What follows belongs to an exercise in optimizing a design on an open flow for small area and a short achievable clock period; a production flow would make more cautious choices. In this exercise RTL edits were held to simulation tests only and were not proved equivalent to the original. The clock port is modelled as an ideal driver, which makes a skipped or thinned clock tree look cheaper than it is; a real chip needs a root buffer or a tree. Power is estimated from default activity; no workload was simulated.

nickel:
==> flow/design.v <==
module xbar_alloc_top (
   input  logic         clk,
   input  logic         rst,
   input  logic [24:0]  req,
   input  logic [4:0]   req_tail,
   input  logic [4:0]   out_ready,
   output logic [24:0]  select,
   output logic [4:0]   grant
);
   lag_xbar_allocator #(.np(5), .max_links_num(1)) u_alloc (
      .clk       (clk),
      .rst       (rst),
      .req       (req),
      .req_tail  (req_tail),
      .out_ready (out_ready),
      .select    (select),
      .grant     (grant)
   );
endmodule

module lag_xbar_allocator #(
   parameter int np            = 5,
   parameter int max_links_num = 2,
   localparam int N            = np * max_links_num,
   localparam int W            = (N > 1) ? $clog2(N) : 1
) (
   input  logic                  clk,
   input  logic                  rst,
   input  logic [N-1:0][N-1:0]   req,
   input  logic [N-1:0]          req_tail,
   input  logic [N-1:0]          out_ready,
   output logic [N-1:0][N-1:0]   select,
   output logic [N-1:0]          grant
);
   logic [N-1:0][W-1:0] pos;
   logic [N-1:0]        lock;
   logic [N-1:0][W-1:0] pos_nxt;
   logic [N-1:0]        lock_nxt;
   function automatic logic [W-1:0] care_mask(input int i);
      logic [W-1:0] m;
      logic         ok;
      m = '1;
      for (int b = W - 1; b >= 0; b--) begin
         ok = 1'b1;
         for (int v = 0; v < N; v++)
            if (v != i && ((W'(v) ^ W'(i)) & m & ~(W'(1) << b)) == '0) ok = 1'b0;
         if (ok) m[b] = 1'b0;
      end
      care_mask = m;
   endfunction
   always_comb begin
      logic [N-1:0] c;      
      logic [N-1:0] pd;     
      logic [N-1:0] m;      
      logic [N-1:0] hi;     
      logic         nhb, ncb, anyhi;
      logic         free;
      select = '0;
      for (int o = 0; o < N; o++) begin
         for (int i = 0; i < N; i++) begin
            c[i]  = req[i][o];
            pd[i] = ((pos[o] ^ W'(i)) & care_mask(i)) == '0;
         end
         m[0] = pd[0];
         for (int i = 1; i < N; i++) m[i] = m[i-1] | pd[i];
         hi = c & m;
         anyhi = |hi;
         free = !lock[o];
         nhb = 1'b1;
         ncb = 1'b1;
         for (int i = 0; i < N; i++) begin
            select[o][i] = out_ready[o] && !rst && c[i] &&
                           (pd[i] || (free && (m[i] ? nhb : (!anyhi && ncb))));
            nhb = nhb & !hi[i];
            ncb = ncb & !c[i];
         end
      end
   end
   always_comb begin
      grant = '0;
      for (int o = 0; o < N; o++) begin
         grant = grant | select[o];
      end
   end
   always_comb begin
      logic any;
      for (int o = 0; o < N; o++) begin
         any         = |select[o];
         pos_nxt[o]  = any ? '0 : pos[o];
         lock_nxt[o] = 1'b0;
         for (int i = 0; i < N; i++) begin
            if (select[o][i]) pos_nxt[o] = pos_nxt[o] | (req_tail[i] ? W'((i + 1) % N) : W'(i));
            lock_nxt[o] = lock_nxt[o] | (select[o][i] & !req_tail[i]);
         end
         if (!any) lock_nxt[o] = lock[o];
      end
   end
   always_ff @(posedge clk or posedge rst) begin
      if (rst) begin
         pos  <= '0;
         lock <= '0;
      end else begin
         pos  <= pos_nxt;
         lock <= lock_nxt;
      end
   end
endmodule
==> flow/config.mk <==
export PLATFORM = sky130hd
export DESIGN_NAME = xbar_alloc_top
export DESIGN_NICKNAME = xbar_alloc_top
export VERILOG_FILES = /design/flow/design.v
export SDC_FILE = /design/flow/constraint.sdc
export NUM_CORES = 4
export LEC_CHECK = 0
export CAP_MARGIN = 20
export CORE_MARGIN = 2
export CORE_UTILIZATION = 30
export SLEW_MARGIN = 20
==> flow/constraint.sdc <==
create_clock -name core_clock -period 11.5 [get_ports {clk}]
set_input_delay 2.3000 -clock core_clock [delete_from_list [all_inputs] [get_ports {clk}]]
set_output_delay 2.3000 -clock core_clock [all_outputs]
set_load 0.01 [all_outputs]
standard.sh (not shown) runs the stock make flow with config.mk's settings and CLKGATE_MAP_FILE= SYNTH_SCRIPT=/design/flow/synth_recipe.tcl, a recipe that flattens the netlist after the stock synthesis.
==> flow/flow/run.sh <==
#!/bin/bash
# The standard layout with these changes:
#  - synthesis maps logic with flow/abc_area.script (synth_recipe.tcl plus flow/abc_hook.tcl)
#  - the port buffers are the smallest plain buffer instead of the delay buffer
#    buffer_ports picks by default
#  - clock tree: no dummy load cells, and no root buffer (flow/post_cts.tcl)
#  - after CTS, gate upsizing toward a setup slack of flow/margin ns (flow/post_cts.tcl)
set -euo pipefail
export BUFFER_PORTS_ARGS="-buffer_cell sky130_fd_sc_hd__buf_1"
export CTS_ARGS="-sink_clustering_enable -repair_clock_nets -dont_use_dummy_load -buf_list sky130_fd_sc_hd__clkbuf_8 -root_buf sky130_fd_sc_hd__clkbuf_8 -tree_buf sky130_fd_sc_hd__clkbuf_8 -sink_clustering_size 30 -sink_clustering_max_diameter 100"
export FLOW_DIR_OWN=$PWD/flow
export POST_CTS_TCL=$PWD/flow/post_cts.tcl
export MY_ABC_SCRIPT=$PWD/flow/abc_area.script
{ head -n 1 synth_recipe.tcl; cat flow/abc_hook.tcl; tail -n +2 synth_recipe.tcl; } > my_synth.tcl
sed "s#SYNTH_SCRIPT=[^ ]*#SYNTH_SCRIPT=$PWD/my_synth.tcl#" standard.sh > my_standard.sh
grep -q "SYNTH_SCRIPT=$PWD/my_synth.tcl" my_standard.sh
bash my_standard.sh > standard.log 2>&1
==> flow/flow/abc_area.script <==
strash
&get -n
&deepsyn -T 60
&put
map -D 2200
topo
upsize -c -D 1000
dnsize -c -D 1000
==> flow/flow/drop_clock_root.tcl <==
# Drop the clock tree's root buffer: the clock port then drives the first-level
# buffers directly (two pins, under the port's fan-out limit).
proc drop_clock_root {} {
  set block [ord::get_db_block]
  set root [$block findInst clkbuf_0_clk]
  if { $root == "NULL" } { return }
  set in_net ""
  set out_net ""
  foreach it [$root getITerms] {
    set mt [$it getMTerm]
    if { [$mt getSigType] != "SIGNAL" } { continue }
    if { [$mt getIoType] == "INPUT" } { set in_net [$it getNet] }
    if { [$mt getIoType] == "OUTPUT" } { set out_net [$it getNet] }
  }
  set loads {}
  foreach it [$out_net getITerms] {
    if { [$it getInst] != $root } { lappend loads $it }
  }
  if { [llength $loads] > 3 } { return }
  foreach it $loads {
    $it disconnect
    $it connect $in_net
  }
  odb::dbInst_destroy $root
  odb::dbNet_destroy $out_net
  puts "dropped clock root buffer; clock port now drives [llength $loads] buffers"
}
==> flow/flow/margin <==
5.0
==> flow/flow/post_cts.tcl <==
# After CTS: drop the clock tree's root buffer (flow/drop_clock_root.tcl), then upsize
# gates on the slowest input-to-output paths until the setup slack reaches flow/margin
# ns (gate sizing only: no buffers, no restructuring), then legalize the placement again.
source $::env(FLOW_DIR_OWN)/drop_clock_root.tcl
drop_clock_root
set margin [string trim [exec cat $::env(FLOW_DIR_OWN)/margin]]
estimate_parasitics -placement
repair_timing -setup -setup_margin $margin -sequence sizeup -skip_last_gasp -verbose
detailed_placement
check_placement -verbose
Other scripts of this flow, unchanged in this note and not shown: flow/flow/abc_hook.tcl
nickel reached the end of the flow, and the finished layout is clean on the timing, design-rule and antenna checks.
Input-level comparison between raven and nickel:
--- a/flow/flow/run.sh
+++ b/flow/flow/run.sh
@@ -1,3 +1,3 @@
 #!/bin/bash
-# The standard layout with these changes:
+# The standard layout with two changes:
 #  - synthesis maps logic with flow/abc_area.script (synth_recipe.tcl plus flow/abc_hook.tcl)
@@ -5,4 +5,3 @@
 #    buffer_ports picks by default
-#  - clock tree: no dummy load cells, and no root buffer (flow/post_cts.tcl)
-#  - after CTS, gate upsizing toward a setup slack of flow/margin ns (flow/post_cts.tcl)
+#  - clock tree: small buffers, one sink cluster, no dummy load cells
 set -euo pipefail
@@ -10,4 +9,2 @@
 export CTS_ARGS="-sink_clustering_enable -repair_clock_nets -dont_use_dummy_load -buf_list sky130_fd_sc_hd__clkbuf_8 -root_buf sky130_fd_sc_hd__clkbuf_8 -tree_buf sky130_fd_sc_hd__clkbuf_8 -sink_clustering_size 30 -sink_clustering_max_diameter 100"
-export FLOW_DIR_OWN=$PWD/flow
-export POST_CTS_TCL=$PWD/flow/post_cts.tcl
 export MY_ABC_SCRIPT=$PWD/flow/abc_area.script
==> flow/flow/abc_area.script <==
strash
dch -f
map -a
mfs2
strash
dch -f
map -a
topo
upsize -c -D 1000
dnsize -c -D 1000
removed: flow/flow/drop_clock_root.tcl
removed: flow/flow/margin
removed: flow/flow/post_cts.tcl
==> comparison <==
nickel → raven: cell area after synthesis went up by 8.3%; critical path depth went down by 2; tap cell count rose by about 4%; non-clock buffering overhead in the final layout lower. Between raven and nickel, it is raven whose area overhead of the layout relative to synthesis is lower, by 0.89 points. Of raven and nickel, nickel shows the lower wire length, with raven above it. Looking only at total power, and setting everything else aside, the higher value of raven and nickel goes to raven. Compared with nickel, raven ends up with more cell area. nickel has a lower portion of total power attributed to the clock network than raven. From nickel to raven the numbers moved as follows: first-pass GRT wire length picked up an extra 13%; transition time at the pin with the least slew margin picked up an extra 0.25 ns. raven ended up with sky130_fd_sc_hd__clkinv_1 as its critical-path cell with the highest stage delay; nickel ended up with sky130_fd_sc_hd__clkinvlp_4.
The following lists how juniper was set up differently from raven:
--- a/flow/flow/run.sh
+++ b/flow/flow/run.sh
@@ -1,3 +1,3 @@
 #!/bin/bash
-# The standard layout with two changes:
+# The standard layout with these changes:
 #  - synthesis maps logic with flow/abc_area.script (synth_recipe.tcl plus flow/abc_hook.tcl)
@@ -5,3 +5,4 @@
 #    buffer_ports picks by default
-#  - clock tree: small buffers, one sink cluster, no dummy load cells
+#  - clock tree: no dummy load cells, and no root buffer (flow/post_cts.tcl)
+#  - after CTS, gate upsizing toward a setup slack of flow/margin ns (flow/post_cts.tcl)
 set -euo pipefail
@@ -9,2 +10,4 @@
 export CTS_ARGS="-sink_clustering_enable -repair_clock_nets -dont_use_dummy_load -buf_list sky130_fd_sc_hd__clkbuf_8 -root_buf sky130_fd_sc_hd__clkbuf_8 -tree_buf sky130_fd_sc_hd__clkbuf_8 -sink_clustering_size 30 -sink_clustering_max_diameter 100"
+export FLOW_DIR_OWN=$PWD/flow
+export POST_CTS_TCL=$PWD/flow/post_cts.tcl
 export MY_ABC_SCRIPT=$PWD/flow/abc_area.script
--- a/flow/flow/abc_area.script
+++ b/flow/flow/abc_area.script
@@ -1,2 +1,5 @@
 strash
+&get -n
+&deepsyn -T 60
+&put
 dch -f
==> flow/flow/drop_clock_root.tcl (new file) <==
# Drop the clock tree's root buffer: the clock port then drives the first-level
# buffers directly (two pins, under the port's fan-out limit).
proc drop_clock_root {} {
  set block [ord::get_db_block]
  set root [$block findInst clkbuf_0_clk]
  if { $root == "NULL" } { return }
  set in_net ""
  set out_net ""
  foreach it [$root getITerms] {
    set mt [$it getMTerm]
    if { [$mt getSigType] != "SIGNAL" } { continue }
    if { [$mt getIoType] == "INPUT" } { set in_net [$it getNet] }
    if { [$mt getIoType] == "OUTPUT" } { set out_net [$it getNet] }
  }
  set loads {}
  foreach it [$out_net getITerms] {
    if { [$it getInst] != $root } { lappend loads $it }
  }
  if { [llength $loads] > 3 } { return }
  foreach it $loads {
    $it disconnect
    $it connect $in_net
  }
  odb::dbInst_destroy $root
  odb::dbNet_destroy $out_net
  puts "dropped clock root buffer; clock port now drives [llength $loads] buffers"
}
==> flow/flow/margin (new file) <==
5.2
==> flow/flow/post_cts.tcl (new file) <==
# After CTS: drop the clock tree's root buffer (flow/drop_clock_root.tcl), then upsize
# gates on the slowest input-to-output paths until the setup slack reaches flow/margin
# ns (gate sizing only: no buffers, no restructuring), then legalize the placement again.
source $::env(FLOW_DIR_OWN)/drop_clock_root.tcl
drop_clock_root
set margin [string trim [exec cat $::env(FLOW_DIR_OWN)/margin]]
estimate_parasitics -placement
repair_timing -setup -setup_margin $margin -sequence sizeup -skip_last_gasp -verbose
detailed_placement
check_placement -verbose
--- outcome ---
- Per the final summary, juniper finished and its layout is clean on timing, DRC and antenna.
- Between juniper and raven, it is juniper whose final cell count without fillers is lower, by 2.7%.
- For the total design power, juniper came in 0.059 mW lower than raven did.
- Between raven and juniper, die boundary height is lower for juniper, raven comes in above that.
Setup changes, juniper to sierra
--- a/flow/flow/run.sh
+++ b/flow/flow/run.sh
@@ -1,3 +1,3 @@
 #!/bin/bash
-# The standard layout with these changes:
+# The standard layout with two changes:
 #  - synthesis maps logic with flow/abc_area.script (synth_recipe.tcl plus flow/abc_hook.tcl)
@@ -5,3 +5,3 @@
 #    buffer_ports picks by default
-#  - clock tree: no dummy load cells, and no root buffer (flow/post_cts.tcl)
+#  - clock tree: no dummy load cells
 #  - after CTS, gate upsizing toward a setup slack of flow/margin ns (flow/post_cts.tcl)
==> flow/flow/abc_area.script <==
strash
dch -f
map -a
mfs2
strash
dch -f
map -a
topo
buffer -c
upsize -c
dnsize -c
==> flow/flow/post_cts.tcl <==
# After CTS: upsize gates on the slowest input-to-output paths until the setup slack
# reaches flow/margin ns (gate sizing only: no buffers, no restructuring), then
# legalize the placement again.
set margin [string trim [exec cat $::env(FLOW_DIR_OWN)/margin]]
estimate_parasitics -placement
repair_timing -setup -setup_margin $margin -sequence sizeup -skip_last_gasp -verbose
detailed_placement
check_placement -verbose
removed: flow/flow/drop_clock_root.tcl
Results
Re placeable core region: sierra is about 4% up on juniper.
sierra against juniper: switching share of total power went up by 0.76 points, number of DRC markers in iteration 0 lower, area added between synthesis and finish went up by 0.59 points, synthesized area grew by 1.9%.
[compare] base=juniper new=sierra: hold slack did not really move; relative contribution of combinational cells to total power went up.
Diff juniper -> sierra: switching power of the nets now larger; final worst-path cycle share now larger.

-- static timing again, ports no longer ideal --
In the flow no input, the clock included, has a driving cell. The finished layouts below were timed again as built, in two steps. Step 1 sets driving cells, clkbuf_16 on the clock port and buf_2 on the other inputs (assumed; they add their load-dependent delay and slew). Step 2 times the ports against the registers' clock, not the clock port: input delays grow and output delays shrink by t, the midpoint of the rising clock arrivals with the driver on. Slacks: no drivers / after step 1 / after step 2; pairs: no drivers / after step 1.
| run | shift t [ns] | setup slack, ns | clock arrival spread, ns | worst data-port slew with drivers (ns) |
|---|---|---|---|---|
| nickel | 0.168 | 5.108 / 5.087 / 5.087 | 0.010 / 0.009 | 0.03 |
| raven | 0.279 | 4.705 / 4.683 / 4.683 | 0.007 / 0.007 | 0.03 |
| juniper | 0.168 | 5.181 / 5.160 / 5.160 | 0.015 / 0.015 | 0.03 |
| sierra | 0.273 | 5.155 / 5.131 / 5.131 | 0.016 / 0.016 | 0.03 |
After both steps setup and hold are still met in every run listed. For sierra, which loses most, drivers alone change the setup slack by -0.024 ns; drivers and shift together by -0.024 ns.
